Source: an optimization exercise on an open RTL-to-GDS flow (aim: small area). Production flows keep margins and buffers that such runs may drop. Only simulation tests tie the RTL to the original design; equivalence was not proved. Power figures rest on the tool's default switching activity, not on a simulated workload. The flow treats the clock pin as an ideal source, which a real chip does not have.

==> design/flow/design.v <==
`timescale 1ns/1ps
module cpu_top (
    input  logic        clk,
    input  logic        reset,
    output logic        mem_valid,
    output logic        mem_write,
    output logic [11:0] mem_address,
    output logic [31:0] mem_wdata,
    input  logic        mem_ready,
    input  logic [31:0] mem_rdata,
    output logic        halted
);
    typedef enum logic [3:0] {
        S_CLR     = 4'd0,    
        S_FETCH   = 4'd1,
        S_LDREQ   = 4'd2,
        S_STREQ   = 4'd3,
        S_HALT    = 4'd4,
        S_SHALIGN = 4'd5,    
        S_SCOPY   = 4'd8,    
        S_SCOPYSH = 4'd9,    
        S_STLOAD  = 4'd10,   
        S_SHLOAD  = 4'd11,   
        S_PCROT   = 4'd12,   
        S_EXEC    = 4'd13,   
        S_EXECI   = 4'd14,   
        S_SHWRITE = 4'd15    
    } state_t;
    state_t      state;
    logic        run;
    logic [4:0]  ph;
    logic [11:0] pc;
    logic        cy;
    logic [11:0] a;
    logic [3:0]  dn;
    logic [3:0]  sn;
    logic        op30, op28;    
    logic [31:0] t;
    logic        fz, fn, fe, fp, fc;
    logic [31:0] rf [16];
    logic        ph0, ph31, low12, active, wr, clr, fetching, fetch_hs;
    logic        exec, pc_rot, pc_in, pc_cin, taken;
    logic [3:0]  raddr;
    logic        rbit, src, res, cin;
    logic        cond_ok, hold, zero_fill, right;
    logic [5:0]  hc;
    assign ph0      = (ph == 5'd0);
    assign ph31     = (ph == 5'd31);
    assign low12    = ~(ph[4] | (ph[3] & ph[2]));
    assign active   = run | ph0;
    assign clr      = (state == S_CLR);
    assign exec     = (state == S_EXEC) | (state == S_EXECI);
    assign wr       = active & (exec | (state == S_SHWRITE));
    assign fetching = (state == S_FETCH) | (wr & ph31);
    assign fetch_hs = fetching & mem_ready;
    assign raddr = (state == S_SCOPY || state == S_SCOPYSH) ? sn : dn;
    assign rbit  = rf[raddr][0];
    for (genvar k = 0; k < 16; k++) begin : g_rf
        always_ff @(posedge clk) begin
            if (clr)
                rf[k] <= {1'b0, rf[k][31:1]};
            else if (wr && dn == k)
                rf[k] <= {res, rf[k][31:1]};
            else
                rf[k] <= {rf[k][0], rf[k][31:1]};
        end
    end
    assign right = a[5];
    assign hc[0] = ~right;
    for (genvar i = 0; i < 5; i++) begin : g_hold
        logic nm;
        assign nm      = ~(a[i] ^ right);
        assign hc[i+1] = (ph[i] & nm) | (ph[i] & hc[i]) | (nm & hc[i]);
    end
    assign hold = ~hc[5];
    assign zero_fill = hold & ~right & op28;
    assign src = t[0] & ~((state == S_EXECI) & ~low12);
    assign cin = fc & ~ph0;
    always_comb begin
        if (state == S_SHWRITE)
            res = t[0] & ~zero_fill;
        else begin
            case ({op30, op28})
                2'b00:   res = src;                     
                2'b01:   res = ~src;                    
                2'b10:   res = rbit ^ src;              
                default: res = rbit ^ src ^ cin;        
            endcase
        end
    end
    always_comb begin
        case (t[27:25])
            3'd0: cond_ok = 1'b1;
            3'd1: cond_ok = fp;
            3'd2: cond_ok = fe;
            3'd3: cond_ok = fc;
            3'd4: cond_ok = fn;
            3'd5: cond_ok = fz;
            3'd6: cond_ok = ~fc;
            default: cond_ok = ~fz;
        endcase
    end
    assign pc_rot = low12 & (clr | (active & ((state == S_STLOAD) || (state == S_PCROT) ||
                                              exec || (state == S_SHWRITE))));
    assign taken  = (state == S_PCROT) & (t[31:28] == 4'd3) & cond_ok;
    assign pc_cin = ph0 | cy;
    assign pc_in  = clr ? 1'b0 : (taken ? a[0] : (pc[0] ^ pc_cin));
    always_ff @(posedge clk) begin
        cy <= pc[0] & pc_cin;
        if (pc_rot)
            pc <= {pc_in, pc[11:1]};
    end
    always_ff @(posedge clk) begin
        if (reset) begin
            state <= S_CLR;
            run   <= 1'b0;
            ph    <= 5'd0;
            {fz, fn, fe, fp, fc} <= 5'd0;
        end else begin
            ph  <= ph + 5'd1;
            run <= state[3] & active & ~ph31;
            if (wr) begin
                if (ph0) begin
                    fz <= ~res;
                    fp <= res;
                    fe <= ~res;
                end else begin
                    fz <= fz & ~res;
                    fp <= fp ^ res;
                end
                if (ph31)
                    fn <= res;
                if (state == S_SHWRITE) begin
                    if (!right && ph0)
                        fc <= t[0] & fc;
                end else if (op30 && op28)
                    fc <= (rbit & src) | ((rbit ^ src) & cin);
                else
                    fc <= 1'b0;
            end else if (state == S_SHALIGN) begin
                if (ph0)
                    fc <= hold & ~right;
                else if (!hold && right)
                    fc <= t[0];
            end
            if (fetch_hs) begin
                case (mem_rdata[31:28])
                    4'd1:       state <= S_LDREQ;
                    4'd2:       state <= S_STLOAD;
                    4'd4, 4'd5,
                    4'd9:       state <= mem_rdata[24] ? S_EXECI : S_SCOPY;
                    4'd6, 4'd7: state <= mem_rdata[24] ? S_SHLOAD : S_SCOPYSH;
                    4'd8:       state <= S_HALT;
                    default:    state <= S_PCROT;
                endcase
            end else begin
                case (state)
                    S_CLR: if (ph31) state <= S_FETCH;
                    S_LDREQ: if (mem_ready) state <= S_EXEC;
                    S_STREQ: if (mem_ready) begin
                        state <= S_FETCH;
                        {fz, fn, fe, fp, fc} <= 5'd0;
                    end
                    S_SHALIGN: if (ph31) state <= S_SHWRITE;
                    S_SCOPY: if (active && ph31) state <= S_EXEC;
                    S_SCOPYSH: if (active && ph31) state <= S_SHLOAD;
                    S_SHLOAD: if (active && ph31) state <= S_SHALIGN;
                    S_STLOAD: if (active && ph31) state <= S_STREQ;
                    S_PCROT: if (active && ph == 5'd11) state <= S_FETCH;
                    S_EXEC, S_EXECI, S_SHWRITE: if (active && ph31) state <= S_FETCH;
                    default: ;
                endcase
            end
        end
    end
    logic t_ld, t_sh, t_hd, t_sin;
    logic a_ld, a_sh, a_hd;
    assign t_ld  = fetch_hs | ((state == S_LDREQ) & mem_ready);
    assign t_sh  = ~t_ld & ((state == S_SHALIGN) ? ~hold
                                                 : (active & state[3] & (state != S_PCROT)));
    assign t_hd  = ~t_ld & ~t_sh;
    assign t_sin = (state == S_SHALIGN) ? (t[0] & ~(op28 & right)) : rbit;
    assign a_ld = fetch_hs;
    assign a_sh = ~a_ld & low12 & active & ((state == S_SCOPYSH) | (state == S_PCROT));
    assign a_hd = ~a_ld & ~a_sh;
    always_ff @(posedge clk) begin
        if (fetch_hs) begin
            dn   <= mem_rdata[23:20];
            sn   <= mem_rdata[19:16];
            op30 <= mem_rdata[30];
            op28 <= mem_rdata[28];
        end else if (state == S_LDREQ) begin
            op28 <= 1'b0;
        end
        a <= ({12{a_ld}} & mem_rdata[11:0]) | ({12{a_sh}} & {rbit, a[11:1]}) | ({12{a_hd}} & a);
        t <= ({32{t_ld}} & mem_rdata) | ({32{t_sh}} & {t_sin, t[31:1]}) | ({32{t_hd}} & t);
    end
    assign mem_valid   = fetching | (state == S_LDREQ) | (state == S_STREQ);
    assign mem_write   = (state == S_STREQ);
    assign mem_address = (state == S_LDREQ || state == S_STREQ) ? a : pc;
    assign mem_wdata   = t;
    assign halted      = (state == S_HALT);
endmodule
==> design/flow/flow/run.sh <==
#!/bin/bash
# Standard ORFS layout with three changes:
#  - synthesis maps the logic with an area-oriented ABC script
#    (flow/abc_area_deep.script) instead of ORFS's speed script; the rest of
#    the synthesis, including the flip-flop mapping, is the standard flow's own script;
#  - ports are buffered with the smallest buffer;
#  - clock tree synthesis uses larger sink clusters and no dummy loads.
set -euo pipefail
here=$(pwd)
{
  head -n 1 synth_recipe.tcl
  cat <<TCL
proc abc {args} {
  set i [lsearch -exact \$args -script]
  if { \$i >= 0 } { lset args [expr {\$i + 1}] $here/flow/abc_area_deep.script }
  yosys abc {*}\$args
}
TCL
  tail -n +2 synth_recipe.tcl
} > area_synth.tcl
export BUFFER_PORTS_ARGS="-buffer_cell sky130_fd_sc_hd__buf_1"
export CTS_ARGS="-sink_clustering_enable -repair_clock_nets -dont_use_dummy_load -sink_clustering_size 30 -sink_clustering_max_diameter 120"
bash standard.sh SYNTH_SCRIPT=$here/area_synth.tcl > flow.log 2>&1
==> design/flow/flow/abc_area_deep.script <==
strash
&get -n
&deepsyn -T 20
&put
dch -f
amap -F 2 -A 6
topo
==> design/flow/standard.sh <==
#!/bin/bash
# synth_recipe.tcl (not shown) runs the flow's synth.tcl, then flattens the netlist and writes it again
# the make line also repeats each setting of config.mk as NAME=value (left out here)
make -C /OpenROAD-flow-scripts/flow DESIGN_CONFIG=/design/flow/config.mk WORK_HOME=/design/flow/orfs CLKGATE_MAP_FILE= SYNTH_SCRIPT=/design/flow/synth_recipe.tcl "${@:-finish}"
==> design/flow/config.mk <==
export PLATFORM = sky130hd
export DESIGN_NAME = cpu_top
export DESIGN_NICKNAME = cpu_top
export VERILOG_FILES = /design/flow/design.v
export SDC_FILE = /design/flow/constraint.sdc
export NUM_CORES = 4
export LEC_CHECK = 0
export CAP_MARGIN = 20
export CORE_MARGIN = 2
export CORE_UTILIZATION = 40
export SLEW_MARGIN = 20
==> design/flow/constraint.sdc <==
create_clock -name core_clock -period 10.0 [get_ports {clk}]
set_input_delay 2.0000 -clock core_clock [delete_from_list [all_inputs] [get_ports {clk}]]
set_output_delay 2.0000 -clock core_clock [all_outputs]
set_load 0.01 [all_outputs]
==> impl_summary.txt, run 1 <==
----------------------------------------------------
[Status]
  Status ... timing/DRC/antenna clean

[Setup path]
  Cell repeated most along the worst path ... sky130_fd_sc_hd__clkinv_1
  Critical Path End Type ... flip-flop
  Category of the critical setup timing path ... flip-flop to flip-flop
  Launch instance of the worst register-to-register path ... ph[0]
  Critical path buffer and inverter count ... 4
  CP max FO ... 31
  Arrival @ worst endpoint ... 6.09 ns
  Critical path's slowest cell ... sky130_fd_sc_hd__nand2_1
  Kind of cell adding the most delay to the critical path ... simple AND/OR/NAND/NOR gates
  Slowest Stage Delay on Critical Path ... 0.81 ns
  Type of element launching the critical path ... flip-flop
  Required arrival time at the worst endpoint ... 10.47 ns
  Cell chain of the critical path ... clkinv_1 > ha_1 > nand4_1 > clkinv_1 > nor2_1 > or2_0 > nor2b_1 > o21bai_1 > nand2_1 > o21ai_0 > nand2_1 > clkinv_1 > nor2_1 > clkinv_1 > o221a_1
  Beginning of the critical path ... ph[0]
  Reg2Reg Setup Slack ... 4.38 ns

[STA]
  Unrepaired setup endpoints after global routing ... false
  Final max-slew violation count ... 0
  Clock period minus worst slack ... ~5.6 ns
  Final Hold Vio Count ... 0
  Worst Tran Pin Value ... 1.072 ns
  Final period util ... 56.22%
  Total negative slack ... 0 ns
  Max Freq ... 0.1779 GHz
  Worst Clk Skew ... 0.06014 ns
  Slew HR ... 28.38%
  Final setup violation count ... 0

[Clock network]
  Clock edge transition at the registers on the reported setup and hold paths ... 0.12 ns
  # hold bufs at CTS ... 0
  Post-CTS sizing ... 0
  Clock tree sinks ... approximately 600
  Clock tree from TritonCTS ... done
  Root buf cell ... sky130_fd_sc_hd__clkbuf_16
  Clock latency reported for the late side of the worst-skew pair ... 0.56 ns
  Post-CTS repair timing setup buffer count ... 0
  Clock buffer count from CTS ... 23
  H-tree depth ... 1
  Number of buffers on the longest clock path ... 3

[Yosys]
  Total nets after synthesis ... 1027
  Async set-reset flop share out of synthesis ... 0%
  Number of flops mapped to enable cells by yosys ... 22
  Average cell area after synthesis ... between 10 and 15 um^2
  Synth top cells by count ... 572 x sky130_fd_sc_hd__dfxtp_1, 87 x sky130_fd_sc_hd__nor2_1, 62 x sky130_fd_sc_hd__clkinv_1
  Post-synthesis instance area ... ~14000 um^2
  Area share of the largest cell type after synthesis ... 80.75%
  Gate Count Post-Synth ... 986
  Synth top area cells ... sky130_fd_sc_hd__dfxtp_1 81%, sky130_fd_sc_hd__edfxtp_1 4.7%, sky130_fd_sc_hd__nor2_1 2.3%
  Dominant synthesized flop cell ... sky130_fd_sc_hd__dfxtp_1
  Post-synthesis sequential element count ... 594
  Seq/Total Area, Yosys ... 85.41%
  Count of cell types in the netlist ... 40
  Area leader, netlist ... sky130_fd_sc_hd__dfxtp_1
  Cell with the most instances after synthesis ... sky130_fd_sc_hd__dfxtp_1
  Yosys synthesis warning count ... 2

[Final layout]
  Growth of design area from synthesis to finish ... 10.34%
  Fraction of layout instances using a drive strength above 1 ... approximately 2.3%
  Layout Utilization ... approximately 45%
  FF+latch area ... 12110 um^2
  Filler instances ... between 3000 and 4000
  Final layout net count ... roughly 1100
  Final design area excluding fillers ... 15650 um^2
  Area used by multi-input combinational logic ... 1837 um^2

[Worst hold path]
  Path category of the worst min-delay check ... flip-flop to flip-flop
  Worst hold start ... rf[12][21]

[Pwr]
  P per Cell Area ... 322.0 nW/um^2
  Worst vdd ir ... around 0.18 mV
  Static leakage power ... 6.009 nW

[Floorplan]
  DIE AREA ... 36980 um^2
  Effective utilization at floorplan ... 40.85%
  Die X ... 192.3 um
  Num ports ... 82
  Area inside the core boundary ... around 35000 um^2
  Cell row count ... 68
  Floorplan die height ... 192.3 um

[Detailed routing]
  Post-route antenna net violation count ... 0
  Met2 wire length ... roughly 8.9 mm
  Wirelength, routed ... 22.50 mm
  Number of vias per cell ... between 4 and 5
  Average routed wire per standard cell ... 14.54 um
  Detailed route wirelength on metal3 ... 1.411 mm
  M1 WL ... about 12 mm
  Top layer used by detailed routing ... met4
  Number of DRC violations after detailed-routing iteration 0 ... 364
  Detailed-router iteration count before antenna repair ... 6
  DRC violations left ... 0
  Routed vias ... 7078

[Placed design]
  RD Place Congestion ... 0.8531
  Total half-perimeter wirelength after legalization and detailed placement ... roughly 15 mm
  Count of input and output buffers ... 81
  Post-placement cell area ... 15070 um^2

[Global routing]
  Via count of the first global-routing pass ... 6819
  Pin count of the biggest net entering global routing ... 32
  All-Layer GR Usage ... 12.13%
  Overflow after GRT ... 0
  Number of antenna violations at the first check in global routing ... 0
  Wire length of the first global-routing pass ... 35.73 mm

[Job]
  Max-cap violations ... 0

----------------------------------------------------
==> cells in the final DEF (no fill, tap or decap), types with 2 or more instances in the layout <==
cell type | netlist | layout
sky130_fd_sc_hd__a211oi_1 | 5 | 5
sky130_fd_sc_hd__a21oi_1 | 53 | 53
sky130_fd_sc_hd__a221oi_1 | 2 | 2
sky130_fd_sc_hd__a222oi_1 | 9 | 9
sky130_fd_sc_hd__a22oi_1 | 5 | 5
sky130_fd_sc_hd__a311oi_1 | 3 | 3
sky130_fd_sc_hd__a31oi_1 | 3 | 3
sky130_fd_sc_hd__buf_1 | 0 | 81
sky130_fd_sc_hd__buf_4 | 0 | 2
sky130_fd_sc_hd__clkbuf_16 | 0 | 23
sky130_fd_sc_hd__clkinv_1 | 62 | 62
sky130_fd_sc_hd__dfxtp_1 | 572 | 572
sky130_fd_sc_hd__edfxtp_1 | 22 | 22
sky130_fd_sc_hd__ha_1 | 5 | 5
sky130_fd_sc_hd__nand2_1 | 20 | 20
sky130_fd_sc_hd__nor2_1 | 87 | 87
sky130_fd_sc_hd__nor2b_1 | 4 | 4
sky130_fd_sc_hd__nor3_1 | 15 | 15
sky130_fd_sc_hd__o21a_1 | 3 | 3
sky130_fd_sc_hd__o21ai_0 | 36 | 36
sky130_fd_sc_hd__o221ai_1 | 5 | 5
sky130_fd_sc_hd__o22a_1 | 6 | 6
sky130_fd_sc_hd__o22ai_1 | 40 | 40
sky130_fd_sc_hd__o41ai_1 | 2 | 2
sky130_fd_sc_hd__or2_0 | 5 | 5
sky130_fd_sc_hd__or3_1 | 5 | 5
==> final timing paths <==
check | to | cells past startpoint
min reg2reg | rf[12][20] | 0
max | t[31] | 15
max reg2reg | t[31] | 15
min | rf[12][20] | 0
==> per-layer routing <==
layer | up-vias | GRT usage [%]
met3 | 36 | 2.855
met5 | - | 0
met1 | 3329 | 18.00
met4 | 0 | 4.052
met2 | 198 | 17.34
li1 | 3515 | -
==> sequential cells by signal, indices dropped and copies added, names as in the netlist, 4 cells and up <==
name,cells
rf,512
pc,12
state,4
sn,4
dn,4
ph,5
t,32
a,12
==> power breakdown <==
part	switching [mW]	internal, mW
logic	0.437	0.246
registers	0.244	3.06
clock network	0.631	0.416
==> cell families (layout without fill, tap and decap cells) <==
logic type / count (synthesis) / count (layout) / synth area share [%]
flops: 594 / 594 / 85.41
simple gates: 141 / 141 / 4.200
fa+ha+maj: 6 / 6 / 0.5823
other cells: 0 / 1 / 0
compound gates: 183 / 183 / 8.170
buf+inv: 62 / 168 / 1.641
==> per-stage QoR <==
step	setup WS (ns)	std cells	hold slack, ns	total power [mW]
after floorplan	5.531	986	0.3096	3.729
after global placement	4.453	1524	0.3101	4.025
after detailed placement	4.312	1524	0.3121	4.038
after CTS	4.422	1547	0.2910	5.088
after global routing	3.794	1547	0.3058	5.318
final	4.378	1548	0.2966	5.038
==> cell type report <==
class,count,share of cell area [%]
multi-input cells,330,11.74
flip-flops and latches,594,77.40
diodes,1,0.01599
repair buffers,83,2.039
well taps,455,3.638
inverters,62,1.487
clock buffers,23,3.678
==> run 2, diff against run 1 <==
--- a/design/flow/design.v
+++ b/design/flow/design.v
@@ -17,6 +17,7 @@
         S_STREQ   = 4'd3,
         S_HALT    = 4'd4,
         S_SHALIGN = 4'd5,    
+        S_SWAP    = 4'd7,    
         S_SCOPY   = 4'd8,    
         S_SCOPYSH = 4'd9,    
         S_STLOAD  = 4'd10,   
@@ -39,7 +40,7 @@
     logic        fz, fn, fe, fp, fc;
     logic [31:0] rf [16];
     logic        ph0, ph31, low12, active, wr, clr, fetching, fetch_hs;
-    logic        exec, pc_rot, pc_in, pc_cin, taken;
+    logic        exec, pc_rot, pc_in, pc_cin, pc_inc, copy_t, copy_a, taken, is_pass;
     logic [3:0]  raddr;
     logic        rbit, src, res, cin;
     logic        cond_ok, hold, zero_fill, right;
@@ -48,6 +49,7 @@
     assign ph31     = (ph == 5'd31);
     assign low12    = ~(ph[4] | (ph[3] & ph[2]));
     assign active   = run | ph0;
+    assign is_pass  = state[3] | (state == S_SWAP);
     assign clr      = (state == S_CLR);
     assign exec     = (state == S_EXEC) | (state == S_EXECI);
     assign wr       = active & (exec | (state == S_SHWRITE));
@@ -101,10 +103,14 @@
         endcase
     end
     assign pc_rot = low12 & (clr | (active & ((state == S_STLOAD) || (state == S_PCROT) ||
-                                              exec || (state == S_SHWRITE))));
-    assign taken  = (state == S_PCROT) & (t[31:28] == 4'd3) & cond_ok;
+                                              (state == S_SWAP) || exec || (state == S_SHWRITE))));
+    assign taken  = (t[31:28] == 4'd3) & cond_ok;
+    assign copy_t = (state == S_STLOAD) | ((state == S_SWAP) & op28) |
+                    ((state == S_PCROT) & (ph0 ? taken : op30));
+    assign copy_a = ((state == S_SWAP) & ~op28) | ((state == S_EXEC) & ~op30 & ~op28);
     assign pc_cin = ph0 | cy;
-    assign pc_in  = clr ? 1'b0 : (taken ? a[0] : (pc[0] ^ pc_cin));
+    assign pc_inc = pc[0] ^ pc_cin;
+    assign pc_in  = clr ? 1'b0 : (copy_t ? t[0] : (copy_a ? a[0] : pc_inc));
     always_ff @(posedge clk) begin
         cy <= pc[0] & pc_cin;
         if (pc_rot)
@@ -118,7 +124,7 @@
             {fz, fn, fe, fp, fc} <= 5'd0;
         end else begin
             ph  <= ph + 5'd1;
-            run <= state[3] & active & ~ph31;
+            run <= is_pass & active & ~ph31;
             if (wr) begin
                 if (ph0) begin
                     fz <= ~res;
@@ -145,7 +151,7 @@
             end
             if (fetch_hs) begin
                 case (mem_rdata[31:28])
-                    4'd1:       state <= S_LDREQ;
+                    4'd1:       state <= S_SWAP;
                     4'd2:       state <= S_STLOAD;
                     4'd4, 4'd5,
                     4'd9:       state <= mem_rdata[24] ? S_EXECI : S_SCOPY;
@@ -158,7 +164,7 @@
                     S_CLR: if (ph31) state <= S_FETCH;
                     S_LDREQ: if (mem_ready) state <= S_EXEC;
                     S_STREQ: if (mem_ready) begin
-                        state <= S_FETCH;
+                        state <= S_SWAP;
                         {fz, fn, fe, fp, fc} <= 5'd0;
                     end
                     S_SHALIGN: if (ph31) state <= S_SHWRITE;
@@ -167,6 +173,7 @@
                     S_SHLOAD: if (active && ph31) state <= S_SHALIGN;
                     S_STLOAD: if (active && ph31) state <= S_STREQ;
                     S_PCROT: if (active && ph == 5'd11) state <= S_FETCH;
+                    S_SWAP: if (active && ph == 5'd11) state <= op28 ? S_LDREQ : S_FETCH;
                     S_EXEC, S_EXECI, S_SHWRITE: if (active && ph31) state <= S_FETCH;
                     default: ;
                 endcase
@@ -174,15 +181,13 @@
         end
     end
     logic t_ld, t_sh, t_hd, t_sin;
-    logic a_ld, a_sh, a_hd;
+    logic a_sh;
     assign t_ld  = fetch_hs | ((state == S_LDREQ) & mem_ready);
-    assign t_sh  = ~t_ld & ((state == S_SHALIGN) ? ~hold
-                                                 : (active & state[3] & (state != S_PCROT)));
+    assign t_sh  = ~t_ld & ((state == S_SHALIGN) ? ~hold : (active & is_pass));
     assign t_hd  = ~t_ld & ~t_sh;
     assign t_sin = (state == S_SHALIGN) ? (t[0] & ~(op28 & right)) : rbit;
-    assign a_ld = fetch_hs;
-    assign a_sh = ~a_ld & low12 & active & ((state == S_SCOPYSH) | (state == S_PCROT));
-    assign a_hd = ~a_ld & ~a_sh;
+    assign a_sh = low12 & active & ((state == S_SHLOAD) | (state == S_SWAP) |
+                                    (state == S_STLOAD) | (state == S_EXEC));
     always_ff @(posedge clk) begin
         if (fetch_hs) begin
             dn   <= mem_rdata[23:20];
@@ -191,13 +196,16 @@
             op28 <= mem_rdata[28];
         end else if (state == S_LDREQ) begin
             op28 <= 1'b0;
-        end
-        a <= ({12{a_ld}} & mem_rdata[11:0]) | ({12{a_sh}} & {rbit, a[11:1]}) | ({12{a_hd}} & a);
+        end else if (state == S_PCROT && ph0) begin
+            op30 <= taken;
+        end
+        if (a_sh)
+            a <= {((state == S_SHLOAD) ? t[0] : pc_inc), a[11:1]};
         t <= ({32{t_ld}} & mem_rdata) | ({32{t_sh}} & {t_sin, t[31:1]}) | ({32{t_hd}} & t);
     end
     assign mem_valid   = fetching | (state == S_LDREQ) | (state == S_STREQ);
     assign mem_write   = (state == S_STREQ);
-    assign mem_address = (state == S_LDREQ || state == S_STREQ) ? a : pc;
+    assign mem_address = pc;
     assign mem_wdata   = t;
     assign halted      = (state == S_HALT);
 endmodule
==> impl_summary.txt, run 2 <==
----------------------------------------------------
[Status]
  Status ... timing/DRC/antenna clean

[Clock network]
  Clock buffer count from CTS ... 23 (unchanged)
  Root buf cell ... sky130_fd_sc_hd__clkbuf_16
  Post-CTS repair timing setup buffer count ... 0 (unchanged)
  # hold bufs at CTS ... 0 (unchanged)
  H-tree depth ... 1 (unchanged)
  Clock latency reported for the late side of the worst-skew pair ... 0.53 ns (-0.03 ns)
  Clock tree from TritonCTS ... done
  Number of buffers on the longest clock path ... 3 (unchanged)
  Clock tree sinks ... 594 (unchanged)
  Clock edge transition at the registers on the reported setup and hold paths ... 0.11 ns (about the same)
  Post-CTS sizing ... 0 (unchanged)

[Pwr]
  Clock network power share ... 26.7% (+5.9 points)
  Worst vdd ir ... 0.1519 mV (-16%)
  Sw frac ... 22.57% (-3.5 points)
  P per Cell Area ... 249.5 nW/um^2 (-23%)
  Cell Int Power ... 3.008 mW (-19%)
  Logic pwr share ... 7.6% (-6.0 points)
  Sequential share of power ... 65.7% (about the same)
  Psw ... 876.8 uW (-33%)
  Static leakage power ... 5.796 nW (-3.5%)

[STA]
  Worst Clk Skew ... 0.02110 ns (-0.03903 ns)
  Max Freq ... 0.1980 GHz (+11%)
  Total negative slack ... 0 ns (unchanged)
  Final period util ... 50.51% (-5.7 points)
  Slew HR ... 39.79% (+11 points)
  Final setup violation count ... 0 (unchanged)
  Final max-slew violation count ... 0 (unchanged)
  Worst Tran Pin Value ... 0.8975 ns (-0.1742 ns)
  Unrepaired setup endpoints after global routing ... false
  Final Hold Vio Count ... 0 (unchanged)
  Clock period minus worst slack ... 5.051 ns (-0.5705 ns)

[Floorplan]
  Floorplan die height ... 191.7 um (-0.31%)
  DIE AREA ... 36750 um^2 (-0.62%)
  Cell row count ... 68 (unchanged)
  Num ports ... 82 (unchanged)
  Effective utilization at floorplan ... 40.69% (-0.16 points)
  Area inside the core boundary ... 34630 um^2 (-0.25%)
  Die X ... 191.7 um (-0.31%)

[Placed design]
  Count of input and output buffers ... 81 (unchanged)
  Instance count after placement with tap cells included ... 1465 (-3.9%)
  RD Place Congestion ... 0.8648 (+1.4%)
  Total half-perimeter wirelength after legalization and detailed placement ... 12.80 mm (-14%)
  Post-placement cell area ... 14980 um^2 (-0.61%)

[Final layout]
  Fraction of layout instances using a drive strength above 1 ... 2.614% (+0.32 points)
  Final design area excluding fillers ... 15570 um^2 (-0.52%)
  Register with the most flip-flops ... rf
  Layout Cells excl Fill ... 1488 (-3.9%)
  Area used by multi-input combinational logic ... 1608 um^2 (-12%)
  Top flop regs ... rf x512, t x32
  Final layout net count ... 1076 (-5.2%)
  Filler instances ... 3063 (-3.2%)
  Growth of design area from synthesis to finish ... 10.47%
  FF+latch area ... 12230 um^2 (+0.99%)
  Diodes inserted ... 0 (-1)
  Most common cell after layout, fill and taps aside ... sky130_fd_sc_hd__dfxtp_1
  Flip-flop count of the largest register after layout ... 512 (unchanged)
  Commonest non-fill, non-tap cells in the layout ... 560 x sky130_fd_sc_hd__dfxtp_1, 81 x sky130_fd_sc_hd__buf_1, 72 x sky130_fd_sc_hd__clkinv_1

[Detailed routing]
  Number of vias per cell ... 4.464 (-2.4%)
  Post-route antenna net violation count ... 0 (unchanged)
  Met2 wire length ... 7.730 mm (-14%)
  Routed vias ... 6643 (-6.1%)
  DRC violations left ... 0 (unchanged)
  Number of DRC violations after detailed-routing iteration 0 ... 501 (+38%)
  Detailed route wirelength on metal3 ... 1.096 mm (-22%)
  Top layer used by detailed routing ... met4
  M1 WL ... 10.40 mm (-10%)
  Average routed wire per standard cell ... 13.23 um (-9.0%)
  Detailed-router iteration count before antenna repair ... 5 (-1)
  Wirelength, routed ... 19.68 mm (-13%)

[Setup path]
  Required arrival time at the worst endpoint ... 10.43 ns (-0.04 ns)
  Type of element launching the critical path ... flip-flop
  Critical Path End Type ... flip-flop
  CP max FO ... 31 (unchanged)
  Arrival @ worst endpoint ... 5.48 ns (-0.61 ns)
  Beginning of the critical path ... ph[1]
  Category of the critical setup timing path ... flip-flop to flip-flop
  Launch instance of the worst register-to-register path ... ph[1]

[Yosys]
  Gate Count Post-Synth ... 928 (-5.9%)
  Post-synthesis instance area ... 14090 um^2 (-0.64%)
  Total nets after synthesis ... 969 (-5.6%)
  Count of cell types in the netlist ... 36 (-10%)
  Cell with the most instances after synthesis ... sky130_fd_sc_hd__dfxtp_1
  Yosys synthesis warning count ... 2 (unchanged)
  Post-synthesis sequential element count ... 594 (unchanged)
  Average cell area after synthesis ... 15.18 um^2 (+5.6%)
  Synth top area cells ... sky130_fd_sc_hd__dfxtp_1 80%, sky130_fd_sc_hd__edfxtp_1 7.2%, sky130_fd_sc_hd__a222oi_1 1.9%
  Async set-reset flop share out of synthesis ... 0% (unchanged)
  Area leader, netlist ... sky130_fd_sc_hd__dfxtp_1
  Seq/Total Area, Yosys ... 86.81% (+1.4 points)
  Synth top cells by count ... 560 x sky130_fd_sc_hd__dfxtp_1, 72 x sky130_fd_sc_hd__clkinv_1, 52 x sky130_fd_sc_hd__o21ai_0
  Number of flops mapped to enable cells by yosys ... 34 (+55%)
  Area share of the largest cell type after synthesis ... 79.56% (-1.2 points)
  Dominant synthesized flop cell ... sky130_fd_sc_hd__dfxtp_1

[Global routing]
  Overflow after GRT ... 0 (unchanged)
  All-Layer GR Usage ... 10.88% (-1.3 points)
  Via count of the first global-routing pass ... 6346 (-6.9%)
  Wire length of the first global-routing pass ... 32.29 mm (-9.6%)
  Number of antenna violations at the first check in global routing ... 0 (unchanged)
  Pin count of the biggest net entering global routing ... 33 (+3.1%)

[Worst hold path]
  Worst hold start ... rf[5][27]
  Path category of the worst min-delay check ... flip-flop to flip-flop

[Job]
  Max-cap violations ... 0 (unchanged)

----------------------------------------------------
==> run 2: cell count changes after synthesis, moves of 12 or more <==
| cell | delta |
|---|---|
| sky130_fd_sc_hd__edfxtp_1 | +12 |
| sky130_fd_sc_hd__o21ai_0 | +16 |
| sky130_fd_sc_hd__a222oi_1 | +18 |
| sky130_fd_sc_hd__o22ai_1 | -28 |
| sky130_fd_sc_hd__nor2_1 | -38 |
| sky130_fd_sc_hd__dfxtp_1 | -12 |
| sky130_fd_sc_hd__a21oi_1 | -35 |
==> run 2: path summary, 6_finish.rpt <==
path / endpoint / cells after the start / slack [ns]
worst max-delay path: t[31] / 16 / 4.95
worst min-delay path: rf[5][26] / 0 / 0.32
worst min register to register: rf[5][26] / 0 / 0.32
worst max register to register: t[31] / 16 / 4.95
==> run 2: per-stage QoR <==
step / util [%] / hold WS (ns) / setup WS [ns] / total power, mW
after global routing: 44.95 / 0.3232 / 4.334 / 4.071
after CTS: 44.91 / 0.3170 / 4.641 / 3.930
final: 44.95 / 0.3151 / 4.949 / 3.884
after floorplan: - / 0.3096 / 4.941 / 2.778
after global placement: 43.25 / 0.3103 / 4.475 / 2.896
after detailed placement: 43.25 / 0.3121 / 4.322 / 2.902
==> run 2: cells by family (layout without fill, tap and decap cells) <==
kind of cell	after synthesis	count (layout)	synth area share, %
flops	594	594	86.81
compound gates	149	149	7.335
simple gates	107	107	3.356
buf+inv	72	177	1.918
fa+ha+maj	6	6	0.5860
==> run 2: power by group through the flow <==
stage	Clock (mW)	Combinational (mW)	Sequential (mW)
CTS	1.08	0.298	2.55
global placement	0	0.293	2.60
finish	1.04	0.297	2.55
global route	1.17	0.333	2.57
floorplan	0	0.153	2.63
detailed placement	0	0.297	2.61
==> run 2: final cells by class <==
type | instances | share of cell area, %
Clock buffer | 23 | 3.697
Inverter | 72 | 1.736
Multi-Input combinational cell | 262 | 10.33
Sequential cell | 594 | 78.58
Tap cell | 455 | 3.657
Timing Repair Buffer | 82 | 2.001
==> run 2: routing by layer <==
layer / vias up / global-route usage (%)
met1: 3105 / 16.63
met2: 164 / 15.44
met4: 0 / 3.018
met3: 28 / 2.357
li1: 3346 / -
met5: - / 0
==> run 2: critical path, cell delays in order, from the launching register on <==
cell	delay (ns)
sky130_fd_sc_hd__dfxtp_1	0.40
sky130_fd_sc_hd__clkinv_1	0.15
sky130_fd_sc_hd__ha_1	0.21
sky130_fd_sc_hd__nand4_1	0.18
sky130_fd_sc_hd__clkinv_1	0.24
sky130_fd_sc_hd__nor2_1	0.27
sky130_fd_sc_hd__nor2_1	0.12
sky130_fd_sc_hd__nand2_1	0.11
sky130_fd_sc_hd__o21ai_0	0.12
sky130_fd_sc_hd__nand3_1	0.23
sky130_fd_sc_hd__clkinv_1	0.34
sky130_fd_sc_hd__or2_0	0.35
sky130_fd_sc_hd__nand2_1	0.14
sky130_fd_sc_hd__clkinv_1	0.72
sky130_fd_sc_hd__nor2_4	0.85
sky130_fd_sc_hd__clkinv_1	0.22
sky130_fd_sc_hd__o221a_1	0.28
==> run 3, diff against run 2 <==
--- a/design/flow/design.v
+++ b/design/flow/design.v
@@ -17,6 +17,7 @@
         S_STREQ   = 4'd3,
         S_HALT    = 4'd4,
         S_SHALIGN = 4'd5,    
+        S_RET     = 4'd6,    
         S_SWAP    = 4'd7,    
         S_SCOPY   = 4'd8,    
         S_SCOPYSH = 4'd9,    
@@ -53,7 +54,7 @@
     assign clr      = (state == S_CLR);
     assign exec     = (state == S_EXEC) | (state == S_EXECI);
     assign wr       = active & (exec | (state == S_SHWRITE));
-    assign fetching = (state == S_FETCH) | (wr & ph31);
+    assign fetching = ((state == S_FETCH) & (ph31 | run)) | (wr & ph31);
     assign fetch_hs = fetching & mem_ready;
     assign raddr = (state == S_SCOPY || state == S_SCOPYSH) ? sn : dn;
     assign rbit  = rf[raddr][0];
@@ -102,12 +103,13 @@
             default: cond_ok = ~fz;
         endcase
     end
-    assign pc_rot = low12 & (clr | (active & ((state == S_STLOAD) || (state == S_PCROT) ||
-                                              (state == S_SWAP) || exec || (state == S_SHWRITE))));
+    assign pc_rot = (low12 & (clr | (active & ((state == S_STLOAD) || (state == S_PCROT) ||
+                                               (state == S_SWAP) || exec || (state == S_SHWRITE))))) |
+                    ((state == S_RET) & run);
     assign taken  = (t[31:28] == 4'd3) & cond_ok;
-    assign copy_t = (state == S_STLOAD) | ((state == S_SWAP) & op28) |
+    assign copy_t = (state == S_STLOAD) | (state == S_SWAP) |
                     ((state == S_PCROT) & (ph0 ? taken : op30));
-    assign copy_a = ((state == S_SWAP) & ~op28) | ((state == S_EXEC) & ~op30 & ~op28);
+    assign copy_a = (state == S_RET) | ((state == S_EXEC) & ~op30 & ~op28);
     assign pc_cin = ph0 | cy;
     assign pc_inc = pc[0] ^ pc_cin;
     assign pc_in  = clr ? 1'b0 : (copy_t ? t[0] : (copy_a ? a[0] : pc_inc));
@@ -124,7 +126,12 @@
             {fz, fn, fe, fp, fc} <= 5'd0;
         end else begin
             ph  <= ph + 5'd1;
-            run <= is_pass & active & ~ph31;
+            if (is_pass)
+                run <= (active & ~ph31) | (wr & ph31 & ~mem_ready);
+            else if (state == S_RET)
+                run <= (run | (ph == 5'd15)) & (ph != 5'd27);
+            else
+                run <= fetching & ~mem_ready;
             if (wr) begin
                 if (ph0) begin
                     fz <= ~res;
@@ -164,7 +171,7 @@
                     S_CLR: if (ph31) state <= S_FETCH;
                     S_LDREQ: if (mem_ready) state <= S_EXEC;
                     S_STREQ: if (mem_ready) begin
-                        state <= S_SWAP;
+                        state <= S_RET;
                         {fz, fn, fe, fp, fc} <= 5'd0;
                     end
                     S_SHALIGN: if (ph31) state <= S_SHWRITE;
@@ -173,7 +180,8 @@
                     S_SHLOAD: if (active && ph31) state <= S_SHALIGN;
                     S_STLOAD: if (active && ph31) state <= S_STREQ;
                     S_PCROT: if (active && ph == 5'd11) state <= S_FETCH;
-                    S_SWAP: if (active && ph == 5'd11) state <= op28 ? S_LDREQ : S_FETCH;
+                    S_SWAP: if (active && ph == 5'd11) state <= S_LDREQ;
+                    S_RET: if (run && ph == 5'd27) state <= S_FETCH;
                     S_EXEC, S_EXECI, S_SHWRITE: if (active && ph31) state <= S_FETCH;
                     default: ;
                 endcase
@@ -186,8 +194,9 @@
     assign t_sh  = ~t_ld & ((state == S_SHALIGN) ? ~hold : (active & is_pass));
     assign t_hd  = ~t_ld & ~t_sh;
     assign t_sin = (state == S_SHALIGN) ? (t[0] & ~(op28 & right)) : rbit;
-    assign a_sh = low12 & active & ((state == S_SHLOAD) | (state == S_SWAP) |
-                                    (state == S_STLOAD) | (state == S_EXEC));
+    assign a_sh = (low12 & active & ((state == S_SHLOAD) | (state == S_SWAP) |
+                                     (state == S_STLOAD) | (state == S_EXEC))) |
+                  ((state == S_RET) & run);
     always_ff @(posedge clk) begin
         if (fetch_hs) begin
             dn   <= mem_rdata[23:20];
==> impl_summary.txt, run 3 <==
----------------------------------------------------
[Status]
  Status ... timing/DRC/antenna clean

[Floorplan]
  Floorplan die height ... 193.0 um (+0.68%)
  Num ports ... 82 (unchanged)
  Area inside the core boundary ... 35400 um^2 (+2.2%)
  Die X ... 193.0 um (+0.68%)
  DIE AREA ... 37240 um^2 (+1.4%)
  Cell row count ... 69 (+1.5%)
  Effective utilization at floorplan ... 40.36% (-0.33 points)

[STA]
  Max Freq ... 0.1924 GHz (-2.8%)
  Worst Tran Pin Value ... 1.107 ns (+0.2092 ns)
  Unrepaired setup endpoints after global routing ... false
  Worst Clk Skew ... 0.05270 ns (+0.03159 ns)
  Slew HR ... 25.72% (-14 points)
  Final setup violation count ... 0 (unchanged)
  Final period util ... 51.96% (+1.5 points)
  Clock period minus worst slack ... 5.196 ns (+0.1451 ns)
  Total negative slack ... 0 ns (unchanged)
  Final max-slew violation count ... 0 (unchanged)
  Final Hold Vio Count ... 0 (unchanged)

[Detailed routing]
  Wirelength, routed ... 20.19 mm (+2.6%)
  Detailed-router iteration count before antenna repair ... 5 (unchanged)
  Number of vias per cell ... 4.426 (-0.86%)
  Routed vias ... 6838 (+2.9%)
  Number of DRC violations after detailed-routing iteration 0 ... 378 (-25%)
  Average routed wire per standard cell ... 13.07 um (-1.2%)
  DRC violations left ... 0 (unchanged)
  Post-route antenna net violation count ... 0 (unchanged)

[Worst hold path]
  Path category of the worst min-delay check ... flip-flop to flip-flop
  Hold Crit Depth ... 0 (unchanged)

[Yosys]
  Area leader, netlist ... sky130_fd_sc_hd__dfxtp_1
  Total nets after synthesis ... 1020 (+5.3%)
  Post-synthesis sequential element count ... 594 (unchanged)
  Post-synthesis instance area ... 14290 um^2 (+1.4%)
  Gate Count Post-Synth ... 978 (+5.4%)
  Synth top area cells ... sky130_fd_sc_hd__dfxtp_1 78%, sky130_fd_sc_hd__edfxtp_1 7.1%, sky130_fd_sc_hd__clkinv_1 2.3%
  Average cell area after synthesis ... 14.61 um^2 (-3.8%)
  Async set-reset flop share out of synthesis ... 0% (unchanged)
  Area share of the largest cell type after synthesis ... 78.47% (-1.1 points)
  Yosys synthesis warning count ... 2 (unchanged)
  Count of cell types in the netlist ... 35 (-2.8%)
  Seq/Total Area, Yosys ... 85.62% (-1.2 points)
  Synth top cells by count ... 560 x sky130_fd_sc_hd__dfxtp_1, 89 x sky130_fd_sc_hd__clkinv_1, 76 x sky130_fd_sc_hd__nor2_1
  Cell with the most instances after synthesis ... sky130_fd_sc_hd__dfxtp_1
  Number of flops mapped to enable cells by yosys ... 34 (unchanged)
  Dominant synthesized flop cell ... sky130_fd_sc_hd__dfxtp_1

[Setup path]
  Required arrival time at the worst endpoint ... 10.44 ns (about the same)
  Kind of cell adding the most delay to the critical path ... simple AND/OR/NAND/NOR gates
  Reg2Reg Setup Slack ... 4.80 ns (-0.15 ns)
  Category of the critical setup timing path ... flip-flop to flip-flop
  Critical path buffer and inverter count ... 7 (+2)
  Capture point of the worst reg-to-reg path ... t[9]
  Launch instance of the worst register-to-register path ... ph[0]
  Critical path's slowest cell ... sky130_fd_sc_hd__clkinv_1
  Type of element launching the critical path ... flip-flop
  CP max FO ... 30 (-3.2%)
  Slowest Stage Delay on Critical Path ... 0.62 ns (-0.23 ns)
  Logic depth of the worst setup path including buffers ... 17 (+1)
  Critical Path End Type ... flip-flop
  Register-to-Register Path Depth ... 17 (+1)
  Cell repeated most along the worst path ... sky130_fd_sc_hd__clkinv_1
  Cell chain of the critical path ... clkinv_1 > ha_1 > nand4_1 > clkinv_1 > nor2_1 > clkinv_1 > nand4_1 > o22ai_1 > clkinv_1 > nor2_2 > nor2_1 > nor2_4 > clkinv_1 > nand2_1 > clkinv_1 > a222oi_1 > clkinv_1
  Worst setup path endpoint ... t[9]
  Beginning of the critical path ... ph[0]
  Arrival @ worst endpoint ... 5.64 ns (+0.16 ns)

[Placed design]
  Total half-perimeter wirelength after legalization and detailed placement ... 13.05 mm (+2.0%)
  Post-placement cell area ... 15200 um^2 (+1.5%)
  Count of input and output buffers ... 81 (unchanged)
  RD Place Congestion ... 0.8735 (+1.0%)

[Job]
  Max-cap violations ... 0 (unchanged)

[Clock network]
  # hold bufs at CTS ... 0 (unchanged)
  Clock tree from TritonCTS ... done
  Post-CTS sizing ... 0 (unchanged)
  Clock buffer count from CTS ... 23 (unchanged)
  Post-CTS repair timing setup buffer count ... 0 (unchanged)
  Number of buffers on the longest clock path ... 3 (unchanged)
  H-tree depth ... 1 (unchanged)
  Clock latency reported for the late side of the worst-skew pair ... 0.55 ns (+0.02 ns)
  Clock edge transition at the registers on the reported setup and hold paths ... 0.11 ns (about the same)
  Clock tree sinks ... 594 (unchanged)
  Root buf cell ... sky130_fd_sc_hd__clkbuf_16

[Pwr]
  Sequential share of power ... 71.3% (+5.6 points)
  Psw ... 938.0 uW (+7.0%)
  Sw frac ... 21.37% (-1.2 points)
  Worst vdd ir ... 0.1451 mV (-4.5%)
  Clock network power share ... 23.6% (-3.1 points)
  P per Cell Area ... 277.9 nW/um^2 (+11%)
  Logic pwr share ... 5.1% (-2.5 points)
  Static leakage power ... 5.908 nW (+1.9%)
  Cell Int Power ... 3.450 mW (+15%)

[Global routing]
  Number of antenna violations at the first check in global routing ... 0 (unchanged)
  Overflow after GRT ... 0 (unchanged)
  All-Layer GR Usage ... 10.98% (+0.094 points)
  Pin count of the biggest net entering global routing ... 33 (unchanged)
  Via count of the first global-routing pass ... 6480 (+2.1%)
  Wire length of the first global-routing pass ... 33.00 mm (+2.2%)

[Final layout]
  Diodes inserted ... 0 (unchanged)
  Growth of design area from synthesis to finish ... 10.55% (about the same)
  Fraction of layout instances using a drive strength above 1 ... 2.675% (+0.062 points)
  Register with the most flip-flops ... rf
  Final design area excluding fillers ... 15790 um^2 (+1.5%)
  Final layout net count ... 1128 (+4.8%)
  Top flop regs ... rf x512, t x32
  Commonest non-fill, non-tap cells in the layout ... 560 x sky130_fd_sc_hd__dfxtp_1, 89 x sky130_fd_sc_hd__clkinv_1, 81 x sky130_fd_sc_hd__buf_1
  Most common cell after layout, fill and taps aside ... sky130_fd_sc_hd__dfxtp_1
  Flip-flop count of the largest register after layout ... 512 (unchanged)

----------------------------------------------------
run 3: cell types whose count changed in the layout (fill, tap and decap cells not counted), moves of 4 or more:
| cell | delta |
|---|---|
| sky130_fd_sc_hd__o21ai_0 | -27 |
| sky130_fd_sc_hd__nor2_1 | +25 |
| sky130_fd_sc_hd__nand2_1 | +19 |
| sky130_fd_sc_hd__clkinv_1 | +17 |
| sky130_fd_sc_hd__o31ai_1 | +17 |
| sky130_fd_sc_hd__a21oi_1 | -5 |
| sky130_fd_sc_hd__nor3_1 | +5 |
| sky130_fd_sc_hd__nor4_1 | -5 |
| sky130_fd_sc_hd__or3_1 | +4 |
run 3: cell families (layout without fill, tap and decap cells):
| logic type | count (synthesis) | after routing | share of synthesized area [%] |
|---|---|---|---|
| compound gates | 130 | 130 | 6.639 |
| fa+ha+maj | 7 | 7 | 0.6656 |
| buf+inv | 89 | 195 | 2.338 |
| flops | 594 | 594 | 85.62 |
| simple gates | 158 | 158 | 4.738 |
run 3: cell type report:
| type | count | area [um^2] |
|---|---|---|
| Tap cell | 461 | 576.8 |
| Sequential cell | 594 | 12230 |
| Inverter | 89 | 334.1 |
| Timing Repair Buffer | 83 | 319.1 |
| Clock buffer | 23 | 575.6 |
| Fill cell | 3205 | 19600 |
| Multi-Input combinational cell | 295 | 1757 |
run 3: power by group through the flow:
| stage | registers [mW] | logic [mW] | clock network, mW |
|---|---|---|---|
| floorplan | 3.14 | 0.110 | 0 |
| global placement | 3.18 | 0.223 | 0 |
| detailed placement | 3.18 | 0.226 | 0 |
| CTS | 3.14 | 0.226 | 1.08 |
| global route | 3.19 | 0.255 | 1.16 |
| finish | 3.13 | 0.226 | 1.04 |
run 3: layer usage:
layer	global-route usage, %	vias to the layer above	share of wire [%]
met1	16.98	3220	54
met3	2.190	22	5.0
met4	2.622	0	1.5
met2	15.74	144	40
met5	0	-	0
li1	-	3452	-
run 3: stage by stage:
step	instances	hold slack [ns]	total power [mW]	setup slack (ns)	utilization (%)
finish	1545	0.2920	4.388	4.804	44.62
global route	1545	0.2990	4.605	4.190	44.62
CTS	1545	0.2922	4.446	4.511	44.58
detailed placement	1522	0.3121	3.404	4.093	42.96
global placement	1522	0.3097	3.402	3.937	42.93
floorplan	978	0.3096	3.246	4.536	-
run 3: worst min path at each step:
stage / startpoint / slack (ns) / endpoint
3_3_place_gp: rf[6][31] / 0.31 / rf[6][30]
5_1_grt: rf[6][20] / 0.30 / rf[6][19]
3_5_place_dp: rf[10][7] / 0.31 / rf[10][6]
2_1_floorplan: rf[0][1] / 0.31 / rf[0][0]
4_1_cts: rf[8][18] / 0.29 / rf[8][17]
6_report: rf[8][18] / 0.29 / rf[8][17]
==> run 4, diff against run 3 <==
--- a/design/flow/design.v
+++ b/design/flow/design.v
@@ -19,8 +19,7 @@
         S_SHALIGN = 4'd5,    
         S_RET     = 4'd6,    
         S_SWAP    = 4'd7,    
-        S_SCOPY   = 4'd8,    
-        S_SCOPYSH = 4'd9,    
+        S_SHLOADI = 4'd8,    
         S_STLOAD  = 4'd10,   
         S_SHLOAD  = 4'd11,   
         S_PCROT   = 4'd12,   
@@ -29,21 +28,20 @@
         S_SHWRITE = 4'd15    
     } state_t;
     state_t      state;
-    logic        run;
+    logic        run;           
     logic [4:0]  ph;
     logic [11:0] pc;
     logic        cy;
     logic [11:0] a;
     logic [3:0]  dn;
     logic [3:0]  sn;
-    logic        op30, op28;    
+    logic        op30, op28;
     logic [31:0] t;
     logic        fz, fn, fe, fp, fc;
     logic [31:0] rf [16];
-    logic        ph0, ph31, low12, active, wr, clr, fetching, fetch_hs;
-    logic        exec, pc_rot, pc_in, pc_cin, pc_inc, copy_t, copy_a, taken, is_pass;
-    logic [3:0]  raddr;
-    logic        rbit, src, res, cin;
+    logic        ph0, ph31, low12, active, wr, clr, fetching, fetch_hs, is_pass;
+    logic        pc_rot, pc_in, pc_cin, pc_inc, copy_t, copy_a, taken, is_ld;
+    logic        dbit, sbit, src, res, cin;
     logic        cond_ok, hold, zero_fill, right;
     logic [5:0]  hc;
     assign ph0      = (ph == 5'd0);
@@ -52,12 +50,12 @@
     assign active   = run | ph0;
     assign is_pass  = state[3] | (state == S_SWAP);
     assign clr      = (state == S_CLR);
-    assign exec     = (state == S_EXEC) | (state == S_EXECI);
-    assign wr       = active & (exec | (state == S_SHWRITE));
+    assign is_ld    = ~op30 & ~op28;
+    assign wr       = active & ((state == S_EXEC) | (state == S_EXECI) | (state == S_SHWRITE));
     assign fetching = ((state == S_FETCH) & (ph31 | run)) | (wr & ph31);
     assign fetch_hs = fetching & mem_ready;
-    assign raddr = (state == S_SCOPY || state == S_SCOPYSH) ? sn : dn;
-    assign rbit  = rf[raddr][0];
+    assign dbit = rf[dn][0];
+    assign sbit = rf[sn][0];
     for (genvar k = 0; k < 16; k++) begin : g_rf
         always_ff @(posedge clk) begin
             if (clr)
@@ -77,7 +75,7 @@
     end
     assign hold = ~hc[5];
     assign zero_fill = hold & ~right & op28;
-    assign src = t[0] & ~((state == S_EXECI) & ~low12);
+    assign src = (state == S_EXECI) ? (t[0] & low12) : (is_ld ? t[0] : sbit);
     assign cin = fc & ~ph0;
     always_comb begin
         if (state == S_SHWRITE)
@@ -86,8 +84,8 @@
             case ({op30, op28})
                 2'b00:   res = src;                     
                 2'b01:   res = ~src;                    
-                2'b10:   res = rbit ^ src;              
-                default: res = rbit ^ src ^ cin;        
+                2'b10:   res = dbit ^ src;              
+                default: res = dbit ^ src ^ cin;        
             endcase
         end
     end
@@ -103,13 +101,13 @@
             default: cond_ok = ~fz;
         endcase
     end
-    assign pc_rot = (low12 & (clr | (active & ((state == S_STLOAD) || (state == S_PCROT) ||
-                                               (state == S_SWAP) || exec || (state == S_SHWRITE))))) |
+    assign pc_rot = (low12 & (clr | (active & ((state == S_STLOAD) | (state == S_PCROT) |
+                                               (state == S_SWAP) | wr)))) |
                     ((state == S_RET) & run);
     assign taken  = (t[31:28] == 4'd3) & cond_ok;
     assign copy_t = (state == S_STLOAD) | (state == S_SWAP) |
                     ((state == S_PCROT) & (ph0 ? taken : op30));
-    assign copy_a = (state == S_RET) | ((state == S_EXEC) & ~op30 & ~op28);
+    assign copy_a = (state == S_RET) | ((state == S_EXEC) & is_ld);
     assign pc_cin = ph0 | cy;
     assign pc_inc = pc[0] ^ pc_cin;
     assign pc_in  = clr ? 1'b0 : (copy_t ? t[0] : (copy_a ? a[0] : pc_inc));
@@ -125,7 +123,7 @@
             ph    <= 5'd0;
             {fz, fn, fe, fp, fc} <= 5'd0;
         end else begin
-            ph  <= ph + 5'd1;
+            ph <= ph + 5'd1;
             if (is_pass)
                 run <= (active & ~ph31) | (wr & ph31 & ~mem_ready);
             else if (state == S_RET)
@@ -147,7 +145,7 @@
                     if (!right && ph0)
                         fc <= t[0] & fc;
                 end else if (op30 && op28)
-                    fc <= (rbit & src) | ((rbit ^ src) & cin);
+                    fc <= (dbit & src) | ((dbit ^ src) & cin);
                 else
                     fc <= 1'b0;
             end else if (state == S_SHALIGN) begin
@@ -161,8 +159,8 @@
                     4'd1:       state <= S_SWAP;
                     4'd2:       state <= S_STLOAD;
                     4'd4, 4'd5,
-                    4'd9:       state <= mem_rdata[24] ? S_EXECI : S_SCOPY;
-                    4'd6, 4'd7: state <= mem_rdata[24] ? S_SHLOAD : S_SCOPYSH;
+                    4'd9:       state <= mem_rdata[24] ? S_EXECI : S_EXEC;
+                    4'd6, 4'd7: state <= mem_rdata[24] ? S_SHLOADI : S_SHLOAD;
                     4'd8:       state <= S_HALT;
                     default:    state <= S_PCROT;
                 endcase
@@ -174,14 +172,12 @@
                         state <= S_RET;
                         {fz, fn, fe, fp, fc} <= 5'd0;
                     end
+                    S_RET: if (run && ph == 5'd27) state <= S_FETCH;
                     S_SHALIGN: if (ph31) state <= S_SHWRITE;
-                    S_SCOPY: if (active && ph31) state <= S_EXEC;
-                    S_SCOPYSH: if (active && ph31) state <= S_SHLOAD;
-                    S_SHLOAD: if (active && ph31) state <= S_SHALIGN;
+                    S_SHLOAD, S_SHLOADI: if (active && ph31) state <= S_SHALIGN;
                     S_STLOAD: if (active && ph31) state <= S_STREQ;
                     S_PCROT: if (active && ph == 5'd11) state <= S_FETCH;
                     S_SWAP: if (active && ph == 5'd11) state <= S_LDREQ;
-                    S_RET: if (run && ph == 5'd27) state <= S_FETCH;
                     S_EXEC, S_EXECI, S_SHWRITE: if (active && ph31) state <= S_FETCH;
                     default: ;
                 endcase
@@ -193,9 +189,10 @@
     assign t_ld  = fetch_hs | ((state == S_LDREQ) & mem_ready);
     assign t_sh  = ~t_ld & ((state == S_SHALIGN) ? ~hold : (active & is_pass));
     assign t_hd  = ~t_ld & ~t_sh;
-    assign t_sin = (state == S_SHALIGN) ? (t[0] & ~(op28 & right)) : rbit;
-    assign a_sh = (low12 & active & ((state == S_SHLOAD) | (state == S_SWAP) |
-                                     (state == S_STLOAD) | (state == S_EXEC))) |
+    assign t_sin = (state == S_SHALIGN) ? (t[0] & ~(op28 & right)) : dbit;
+    assign a_sh = (low12 & active & ((state == S_SHLOAD) | (state == S_SHLOADI) |
+                                     (state == S_SWAP) | (state == S_STLOAD) |
+                                     (state == S_EXEC))) |
                   ((state == S_RET) & run);
     always_ff @(posedge clk) begin
         if (fetch_hs) begin
@@ -209,7 +206,7 @@
             op30 <= taken;
         end
         if (a_sh)
-            a <= {((state == S_SHLOAD) ? t[0] : pc_inc), a[11:1]};
+            a <= {((state == S_SHLOAD) ? sbit : ((state == S_SHLOADI) ? t[0] : pc_inc)), a[11:1]};
         t <= ({32{t_ld}} & mem_rdata) | ({32{t_sh}} & {t_sin, t[31:1]}) | ({32{t_hd}} & t);
     end
     assign mem_valid   = fetching | (state == S_LDREQ) | (state == S_STREQ);
==> impl_summary.txt, run 4 <==
----------------------------------------------------
[Pwr]
  Worst vdd ir ... 0.1706 mV (+18%)
  Static leakage power ... 5.877 nW (-0.52%)
  Sequential share of power ... 67.3% (-4.0 points)
  P per Cell Area ... 234.0 nW/um^2 (-16%)
  Clock network power share ... 27.9% (+4.3 points)
  Logic pwr share ... 4.8% (-0.3 points)
  Cell Int Power ... 2.929 mW (-15%)
  Sw frac ... 21.13% (-0.25 points)
  Psw ... 784.7 uW (-16%)

[Global routing]
  Overflow after GRT ... 0 (unchanged)
  Pin count of the biggest net entering global routing ... 33 (unchanged)
  Number of antenna violations at the first check in global routing ... 0 (unchanged)
  Wire length of the first global-routing pass ... 36.20 mm (+9.7%)
  All-Layer GR Usage ... 11.73% (+0.75 points)
  Via count of the first global-routing pass ... 6879 (+6.2%)

[Final layout]
  Layout Utilization ... 44.74% (+0.12 points)
  Fraction of layout instances using a drive strength above 1 ... 2.617% (-0.058 points)
  Most common cell after layout, fill and taps aside ... sky130_fd_sc_hd__dfxtp_1
  Final layout net count ... 1152 (+2.1%)
  Growth of design area from synthesis to finish ... 10.37%
  FF+latch area ... 12230 um^2 (unchanged)
  Layout Cells excl Fill ... 1569 (+1.6%)
  Top flop regs ... rf x512, t x32
  Final design area excluding fillers ... 15870 um^2 (+0.51%)
  Area used by multi-input combinational logic ... 1826 um^2 (+3.9%)
  Diodes inserted ... 0 (unchanged)
  Flip-flop count of the largest register after layout ... 512 (unchanged)
  Commonest non-fill, non-tap cells in the layout ... 560 x sky130_fd_sc_hd__dfxtp_1, 90 x sky130_fd_sc_hd__clkinv_1, 81 x sky130_fd_sc_hd__buf_1
  Filler instances ... 3199 (-0.19%)
  Register with the most flip-flops ... rf

[Setup path]
  Beginning of the critical path ... ph[0]
  Cell chain of the critical path ... clkinv_1 > ha_1 > nand4_1 > clkinv_1 > nor2_1 > clkinv_1 > nand3_1 > nor2b_1 > a21oi_1 > nor2_1 > nand2_1 > o21ai_0 > nand2_1 > clkinv_1 > nor2_2 > clkinv_1 > o21ai_0 > a21oi_1
  Type of element launching the critical path ... flip-flop
  Critical Path End Type ... flip-flop
  Logic depth of the worst setup path including buffers ... 18 (+1)
  Required arrival time at the worst endpoint ... 10.40 ns (-0.04 ns)
  Category of the critical setup timing path ... flip-flop to flip-flop
  Register-to-Register Path Depth ... 18 (+1)
  Arrival @ worst endpoint ... 5.78 ns (+0.14 ns)
  Worst setup path endpoint ... t[31]
  Kind of cell adding the most delay to the critical path ... simple AND/OR/NAND/NOR gates
  Cell repeated most along the worst path ... sky130_fd_sc_hd__clkinv_1
  Capture point of the worst reg-to-reg path ... t[31]
  Launch instance of the worst register-to-register path ... ph[0]
  Slowest Stage Delay on Critical Path ... 1.11 ns (+0.49 ns)
  Critical path's slowest cell ... sky130_fd_sc_hd__nor2_2
  Reg2Reg Setup Slack ... 4.62 ns (-0.19 ns)
  CP max FO ... 30 (unchanged)
  Critical path buffer and inverter count ... 5 (-2)

[Floorplan]
  Num ports ... 82 (unchanged)
  Cell row count ... 69 (unchanged)
  Floorplan die height ... 193.6 um (+0.33%)
  Effective utilization at floorplan ... 40.53% (+0.17 points)
  DIE AREA ... 37490 um^2 (+0.66%)
  Area inside the core boundary ... 35480 um^2 (+0.24%)
  Die X ... 193.6 um (+0.33%)

[Detailed routing]
  Number of vias per cell ... 4.496 (+1.6%)
  DRC violations left ... 0 (unchanged)
  Routed vias ... 7054 (+3.2%)
  Post-route antenna net violation count ... 0 (unchanged)
  Detailed-router iteration count before antenna repair ... 6 (+1)
  Number of DRC violations after detailed-routing iteration 0 ... 443 (+17%)
  Wirelength, routed ... 22.07 mm (+9.3%)
  Average routed wire per standard cell ... 14.07 um (+7.6%)

[Yosys]
  Seq/Total Area, Yosys ... 85.05% (-0.57 points)
  Synthesized-area fraction occupied by adder cells ... 0.6612% (-0.0045 points)
  Post-synthesis sequential element count ... 594 (unchanged)
  Number of flops mapped to enable cells by yosys ... 34 (unchanged)
  Dominant synthesized flop cell ... sky130_fd_sc_hd__dfxtp_1
  Synth top cells by count ... 560 x sky130_fd_sc_hd__dfxtp_1, 90 x sky130_fd_sc_hd__clkinv_1, 73 x sky130_fd_sc_hd__nor2_1
  Cell with the most instances after synthesis ... sky130_fd_sc_hd__dfxtp_1
  Post-synthesis instance area ... 14380 um^2 (+0.67%)
  Area share of the largest cell type after synthesis ... 77.95% (-0.53 points)
  Count of cell types in the netlist ... 34 (-2.9%)
  Combinational family with the most area after synthesis ... compound AO/OA/AOI/OAI gates
  Synth top area cells ... sky130_fd_sc_hd__dfxtp_1 78%, sky130_fd_sc_hd__edfxtp_1 7.1%, sky130_fd_sc_hd__clkinv_1 2.3%
  Synth Area in XOR/XNOR ... 0% (unchanged)
  Total nets after synthesis ... 1043 (+2.3%)
  Synthesized-area fraction occupied by ao, oa, aoi and oai cells ... 7.386% (+0.75 points)
  Area leader, netlist ... sky130_fd_sc_hd__dfxtp_1
  Async set-reset flop share out of synthesis ... 0% (unchanged)
  Average cell area after synthesis ... 14.37 um^2 (-1.6%)
  Basic-gate share of the synthesized area counting and, or, nand and nor cells ... 4.559% (-0.18 points)
  Multiplexer share of the synthesized area ... 0% (unchanged)
  Yosys synthesis warning count ... 2 (unchanged)
  Gate Count Post-Synth ... 1001 (+2.4%)

[Clock network]
  Clock tree from TritonCTS ... done
  Clock buffer count from CTS ... 23 (unchanged)
  Post-CTS sizing ... 0 (unchanged)
  Number of buffers on the longest clock path ... 3 (unchanged)
  Clock latency reported for the late side of the worst-skew pair ... 0.55 ns (about the same)
  Clock tree sinks ... 594 (unchanged)
  Post-CTS repair timing setup buffer count ... 0 (unchanged)
  Clock edge transition at the registers on the reported setup and hold paths ... 0.11 ns (about the same)
  # hold bufs at CTS ... 0 (unchanged)
  H-tree depth ... 1 (unchanged)
  Root buf cell ... sky130_fd_sc_hd__clkbuf_16

[Placed design]
  RD Place Congestion ... 0.8583 (-1.7%)
  Post-placement cell area ... 15290 um^2 (+0.57%)
  Instance count after placement with tap cells included ... 1546 (+1.6%)
  Count of input and output buffers ... 81 (unchanged)
  Total half-perimeter wirelength after legalization and detailed placement ... 14.80 mm (+13%)

[Worst hold path]
  Worst hold start ... rf[4][16]
  Path category of the worst min-delay check ... flip-flop to flip-flop

[STA]
  Final max-slew violation count ... 0 (unchanged)
  Final Hold Vio Count ... 0 (unchanged)
  Slew HR ... 29.30% (+3.6 points)
  Final period util ... 53.84% (+1.9 points)
  Final setup violation count ... 0 (unchanged)
  Worst Hold Slack ... 0.3094 ns (+0.01743 ns)
  Total negative slack ... 0 ns (unchanged)
  Worst Clk Skew ... 0.03776 ns (-0.01493 ns)
  Clock period minus worst slack ... 5.384 ns (+0.1879 ns)
  Max Freq ... 0.1857 GHz (-3.5%)
  Worst Tran Pin Value ... 1.059 ns (-0.04733 ns)
  Unrepaired setup endpoints after global routing ... false

[Status]
  Status ... timing/DRC/antenna clean

[Job]
  Max-cap violations ... 0 (unchanged)

----------------------------------------------------
run 4: cell types whose count changed after synthesis, moves of 8 or more:
cell	previous run	this run
sky130_fd_sc_hd__a21oi_1	12	20
sky130_fd_sc_hd__o21a_1	3	12
sky130_fd_sc_hd__o21ai_0	26	48
sky130_fd_sc_hd__o31ai_1	17	2
run 4: metrics by stage:
step	worst slack, ns	total power, mW
finish	4.616	3.714
global route	3.967	3.874
CTS	4.698	3.763
detailed placement	4.668	2.731
global placement	4.797	2.728
floorplan	5.384	2.644
run 4: cell type report:
cell class	count	share of cell area, %
clock buffers	23	3.626
multi-input cells	317	11.50
flip-flops and latches	594	77.05
repair buffers	84	2.057
inverters	90	2.128
well taps	461	3.634
run 4: how the worst min path moves through the flow:
| stage | end | slack [ns] | cells past startpoint |
|---|---|---|---|
| floorplan | rf[0][0] | 0.31 | 0 |
| global placement | rf[2][17] | 0.31 | 0 |
| detailed placement | rf[5][7] | 0.31 | 0 |
| CTS | rf[4][15] | 0.31 | 0 |
| global route | rf[6][16] | 0.32 | 0 |
| finish | rf[4][15] | 0.31 | 0 |
run 4: routing by layer:
layer	GRT usage [%]	share of wire, %	vias to the layer above
met5	0	0	-
met3	1.896	5.1	33
met2	17.62	42	177
li1	-	-	3543
met4	2.969	1.8	0
met1	17.65	51	3301
run 4: worst reg2reg max path, stage by stage, from the launching register on:
cell,delay [ns]
sky130_fd_sc_hd__dfxtp_1,0.37
sky130_fd_sc_hd__clkinv_1,0.13
sky130_fd_sc_hd__ha_1,0.23
sky130_fd_sc_hd__nand4_1,0.22
sky130_fd_sc_hd__clkinv_1,0.22
sky130_fd_sc_hd__nor2_1,0.17
sky130_fd_sc_hd__clkinv_1,0.12
sky130_fd_sc_hd__nand3_1,0.30
sky130_fd_sc_hd__nor2b_1,0.14
sky130_fd_sc_hd__a21oi_1,0.18
sky130_fd_sc_hd__nor2_1,0.07
sky130_fd_sc_hd__nand2_1,0.18
sky130_fd_sc_hd__o21ai_0,0.16
sky130_fd_sc_hd__nand2_1,0.19
sky130_fd_sc_hd__clkinv_1,0.71
sky130_fd_sc_hd__nor2_2,1.12
sky130_fd_sc_hd__clkinv_1,0.41
sky130_fd_sc_hd__o21ai_0,0.28
sky130_fd_sc_hd__a21oi_1,0.06
run 4: power groups by stage:
stage	Combinational (mW)	Clock, mW	Sequential, mW
6_report	0.176	1.04	2.50
5_1_grt	0.199	1.16	2.51
4_1_cts	0.179	1.08	2.50
3_5_place_dp	0.178	0	2.55
3_3_place_gp	0.174	0	2.55
2_1_floorplan	0.0812	0	2.56
run 4: cell families (layout without fill, tap and decap cells):
group                      after synthesis  in the layout
DFF                                    594            594
AOI/OAI and AO/OA                      155            155
and+or+nand+nor                        155            155
buffers and inverters                   90            197
adders and majority gates                7              7

==> afterwards: timing with drivers on the ports <==
No port has a modelled driver above. Below, the same layouts with a new extraction and two added sets of constraints. Step 1 (the two cells are an assumption about what drives the block):
set clk [get_ports {clk}]
set_driving_cell -lib_cell sky130_fd_sc_hd__clkbuf_16 $clk
set_driving_cell -lib_cell sky130_fd_sc_hd__buf_2 [delete_from_list [all_inputs] $clk]
Step 2 times the ports against the registers' clock, not the clock port: input delays grow and output delays shrink by t, the midpoint of the rising clock arrivals with the driver on. Three values: ideal, step 1, step 2; two values: the first two.
| run | t, ns | slack for setup (ns) | hold WS [ns] | clock arrival spread, ns | worst slew at a driven data input, ns |
|---|---|---|---|---|---|
| run 1 | 0.582 | 4.378 / 4.378 / 4.292 | 0.297 / 0.297 / 0.297 | 0.061 / 0.060 | 0.07 |
| run 2 | 0.571 | 4.949 / 4.949 / 4.636 | 0.315 / 0.315 / 0.315 | 0.025 / 0.025 | 0.04 |
| run 3 | 0.573 | 4.804 / 4.804 / 4.409 | 0.292 / 0.292 / 0.292 | 0.056 / 0.055 | 0.04 |
| run 4 | 0.575 | 4.616 / 4.616 / 4.585 | 0.309 / 0.309 / 0.309 | 0.041 / 0.041 | 0.05 |
After both steps setup and hold are still met in every run listed. The setup slack of run 3, which loses most, moves by 0.000 ns with the drivers and by -0.395 ns with both steps.
